From an optimization exercise on the open Yosys and OpenROAD flow, aimed at small area, a short achievable clock period and few clock cycles per item; shortcuts taken in it are not production practice. RTL that was checked went through simulation tests only; none was proved equivalent to the original. No activity file was given, so power comes from the tool's default toggle rates.

## zinc
## matmul_adder_tree_pipe
module matmul_adder_tree_pipe (
  input  logic         clk,
  input  logic         rst_n,
  input  logic         in_valid,
  output logic         in_ready,
  input  logic [431:0] prod,
  input  logic         in_last,
  input  logic         accum_en,
  output logic         out_valid,
  input  logic         out_ready,
  output logic [215:0] mult,
  output logic [8:0]   sat_flag,
  output logic [7:0]   beat_cnt
);
Size in the first run: roughly 2,800 cells after synthesis, roughly 670 I/O pins, about 28,000 µm² of cells after synthesis.
==> module matmul_adder_tree_pipe, before the edit <==
module matmul_adder_tree_pipe (
  input  logic         clk,
  input  logic         rst_n,
  input  logic         in_valid,
  output logic         in_ready,
  input  logic [431:0] prod,
  input  logic         in_last,
  input  logic         accum_en,
  output logic         out_valid,
  input  logic         out_ready,
  output logic [215:0] mult,
  output logic [8:0]   sat_flag,
  output logic [7:0]   beat_cnt
);
  localparam logic [24:0] c_k = 25'h17E8000;
  logic        r_out_valid;
  logic        r_fresh;
  logic [7:0]  r_cnt;
  logic [8:0]  r_sat;
  logic [23:0] r_acc [9];
  logic        w_accept;
  logic        w_close;
  logic [23:0] w_next [9];
  logic [8:0]  w_ovf;
  assign in_ready = ~r_out_valid | out_ready;
  assign w_accept = in_valid & in_ready;
  assign w_close  = in_last | ~accum_en;
  generate
    for (genvar i = 0; i < 3; i++) begin : g_row
      for (genvar j = 0; j < 3; j++) begin : g_col
        localparam int e = i*3 + j;
        logic [15:0] w_p0, w_p1, w_p2;
        logic [24:0] w_x, w_y, w_z;
        logic [24:0] w_s2, w_c2, w_s3, w_c3;
        logic [24:0] w_s;
        assign w_p0 = prod[((i*3+0)*3+j)*16 +: 16] ^ 16'h8000;
        assign w_p1 = prod[((i*3+1)*3+j)*16 +: 16] ^ 16'h8000;
        assign w_p2 = prod[((i*3+2)*3+j)*16 +: 16] ^ 16'h8000;
        assign w_x = {9'd0, w_p0 ^ w_p1 ^ w_p2};
        assign w_y = {8'd0, (w_p0 & w_p1) | (w_p0 & w_p2) | (w_p1 & w_p2), 1'b0};
        assign w_z = r_fresh ? 25'h0800000 : {1'b0, r_acc[e] ^ 24'h800000};
        assign w_s2 = w_x ^ w_y ^ w_z;
        assign w_c2 = {(w_x[23:0] & w_y[23:0]) | (w_x[23:0] & w_z[23:0]) | (w_y[23:0] & w_z[23:0]), 1'b0};
        assign w_s3 = w_s2 ^ w_c2 ^ c_k;
        assign w_c3 = {(w_s2[23:0] & w_c2[23:0]) | (w_s2[23:0] & c_k[23:0]) | (w_c2[23:0] & c_k[23:0]), 1'b0};
        assign w_s  = w_s3 + w_c3;
        assign w_ovf[e]  = w_s[24] ^ w_s[23];
        assign w_next[e] = w_ovf[e] ? {w_s[24], {23{~w_s[24]}}} : w_s[23:0];
      end
    end
  endgenerate
  always_ff @(posedge clk or negedge rst_n) begin
    if (!rst_n) begin
      r_out_valid <= 1'b0;
      r_fresh     <= 1'b1;
    end else begin
      r_out_valid <= (w_accept & w_close) | (r_out_valid & ~out_ready);
      if (w_accept) r_fresh <= w_close;
    end
  end
  always_ff @(posedge clk) begin
    if (w_accept) begin
      for (int e = 0; e < 9; e++) r_acc[e] <= w_next[e];
      r_sat <= r_fresh ? w_ovf : (r_sat | w_ovf);
      r_cnt <= r_fresh ? 8'd1 : (r_cnt + {7'd0, ~&r_cnt});
    end
  end
  assign out_valid = r_out_valid;
  for (genvar e = 0; e < 9; e++) begin : g_out
    assign mult[e*24 +: 24] = r_acc[e];
  end
  assign sat_flag = r_sat;
  assign beat_cnt = r_cnt;
endmodule
export LEC_CHECK = 0
export CAP_MARGIN = 20
export CORE_MARGIN = 2
export CORE_UTILIZATION = 40
export SLEW_MARGIN = 20
create_clock -name core_clock -period 4.5 [get_ports {clk}]
standard.sh (not shown) runs the stock make flow with config.mk's settings and CLKGATE_MAP_FILE= SYNTH_SCRIPT=/design/flow/synth_recipe.tcl, a recipe that flattens the netlist after the stock synthesis.
==> flow/flow/run.sh <==
#!/bin/bash
set -euo pipefail
export BUFFER_PORTS_ARGS="-buffer_cell sky130_fd_sc_hd__buf_1"
bash standard.sh > standard_flow.log 2>&1
zinc finished every stage; the final checks, however, were not passed, the failures being setup timing.
--- input diff zinc..xenon ---
diff --git a/flow/design.v b/flow/design.v
--- a/flow/design.v
+++ b/flow/design.v
@@ -11,11 +11,10 @@
   input  logic         out_ready,
   output logic [215:0] mult,
   output logic [8:0]   sat_flag,
   output logic [7:0]   beat_cnt
 );
-  localparam logic [24:0] c_k = 25'h17E8000;
   logic        r_out_valid;
   logic        r_fresh;
   logic [7:0]  r_cnt;
   logic [8:0]  r_sat;
   logic [23:0] r_acc [9];
@@ -28,25 +27,18 @@
   assign w_close  = in_last | ~accum_en;
   generate
     for (genvar i = 0; i < 3; i++) begin : g_row
       for (genvar j = 0; j < 3; j++) begin : g_col
         localparam int e = i*3 + j;
-        logic [15:0] w_p0, w_p1, w_p2;
-        logic [24:0] w_x, w_y, w_z;
-        logic [24:0] w_s2, w_c2, w_s3, w_c3;
-        logic [24:0] w_s;
-        assign w_p0 = prod[((i*3+0)*3+j)*16 +: 16] ^ 16'h8000;
-        assign w_p1 = prod[((i*3+1)*3+j)*16 +: 16] ^ 16'h8000;
-        assign w_p2 = prod[((i*3+2)*3+j)*16 +: 16] ^ 16'h8000;
-        assign w_x = {9'd0, w_p0 ^ w_p1 ^ w_p2};
-        assign w_y = {8'd0, (w_p0 & w_p1) | (w_p0 & w_p2) | (w_p1 & w_p2), 1'b0};
-        assign w_z = r_fresh ? 25'h0800000 : {1'b0, r_acc[e] ^ 24'h800000};
-        assign w_s2 = w_x ^ w_y ^ w_z;
-        assign w_c2 = {(w_x[23:0] & w_y[23:0]) | (w_x[23:0] & w_z[23:0]) | (w_y[23:0] & w_z[23:0]), 1'b0};
-        assign w_s3 = w_s2 ^ w_c2 ^ c_k;
-        assign w_c3 = {(w_s2[23:0] & w_c2[23:0]) | (w_s2[23:0] & c_k[23:0]) | (w_c2[23:0] & c_k[23:0]), 1'b0};
-        assign w_s  = w_s3 + w_c3;
+        logic signed [24:0] w_t;
+        logic signed [24:0] w_base;
+        logic signed [24:0] w_s;
+        assign w_t = 25'($signed(prod[((i*3+0)*3+j)*16 +: 16]))
+                   + 25'($signed(prod[((i*3+1)*3+j)*16 +: 16]))
+                   + 25'($signed(prod[((i*3+2)*3+j)*16 +: 16]));
+        assign w_base = r_fresh ? 25'sd0 : 25'($signed(r_acc[e]));
+        assign w_s    = w_base + w_t;
         assign w_ovf[e]  = w_s[24] ^ w_s[23];
         assign w_next[e] = w_ovf[e] ? {w_s[24], {23{~w_s[24]}}} : w_s[23:0];
       end
     end
   endgenerate
Findings:
- Relative to zinc, xenon improves sum of internal, switching and leakage power.
- xenon vs. zinc: minimum setup slack in the final design went up by 0.15 ns.
- The lower worst-skew pair later-pin latency came out of xenon.
- Power in the clock group: higher on xenon
- Post-synthesis mux area share essentially unchanged between xenon and zinc.
- xenon | status: complete | timing, DRC, antenna: pass
- Looking at routed wire length, xenon sits above zinc.
- Looking at zinc and xenon, the count of sequential standard cells is a wash.
- xenon: synthesized-area fraction occupied by ao, oa, aoi and oai cells lower than zinc
- In xenon the final weighted congestion of routability-driven global placement turned out about 1.1% lower than in zinc.
- Comparing zinc and xenon, the lower relative area change from synthesis to final layout is on xenon.
Testbench counts of xenon, summed over its fixed seeds: cycles 16,008, items 16,000.
Function not checked in zinc: the RTL went through the layout flow alone.

## separate check: timing with driven ports
The results above use ideal ports. As a check the final layouts listed here were re-extracted and re-timed, cells and wires unchanged. Step 1 sets driving cells, clkbuf_16 on the clock port and buf_2 on the other inputs (assumed; they add their load-dependent delay and slew). Step 2 adds t to the input delays and takes it off the output delays; t is the mean of the earliest and latest rising clock arrival at the registers after step 1. Input paths then give back, and output paths get back, about the clock's delay inside the block. Slacks: ideal ports / drivers / drivers and shift; pairs: ideal ports / drivers.
| run | shift t [ns] | slack for setup (ns) | worst data-port slew with drivers (ns) |
|---|---|---|---|
| zinc | 0.635 | -0.098 / -0.089 / -0.698 | 0.10 |
| xenon | 0.591 | 0.055 / 0.058 / -0.533 | 0.07 |
Met with ideal ports but missed after step 2: setup timing in xenon. The setup slack of zinc, which loses most, moves by +0.009 ns with the drivers and by -0.600 ns with both steps.
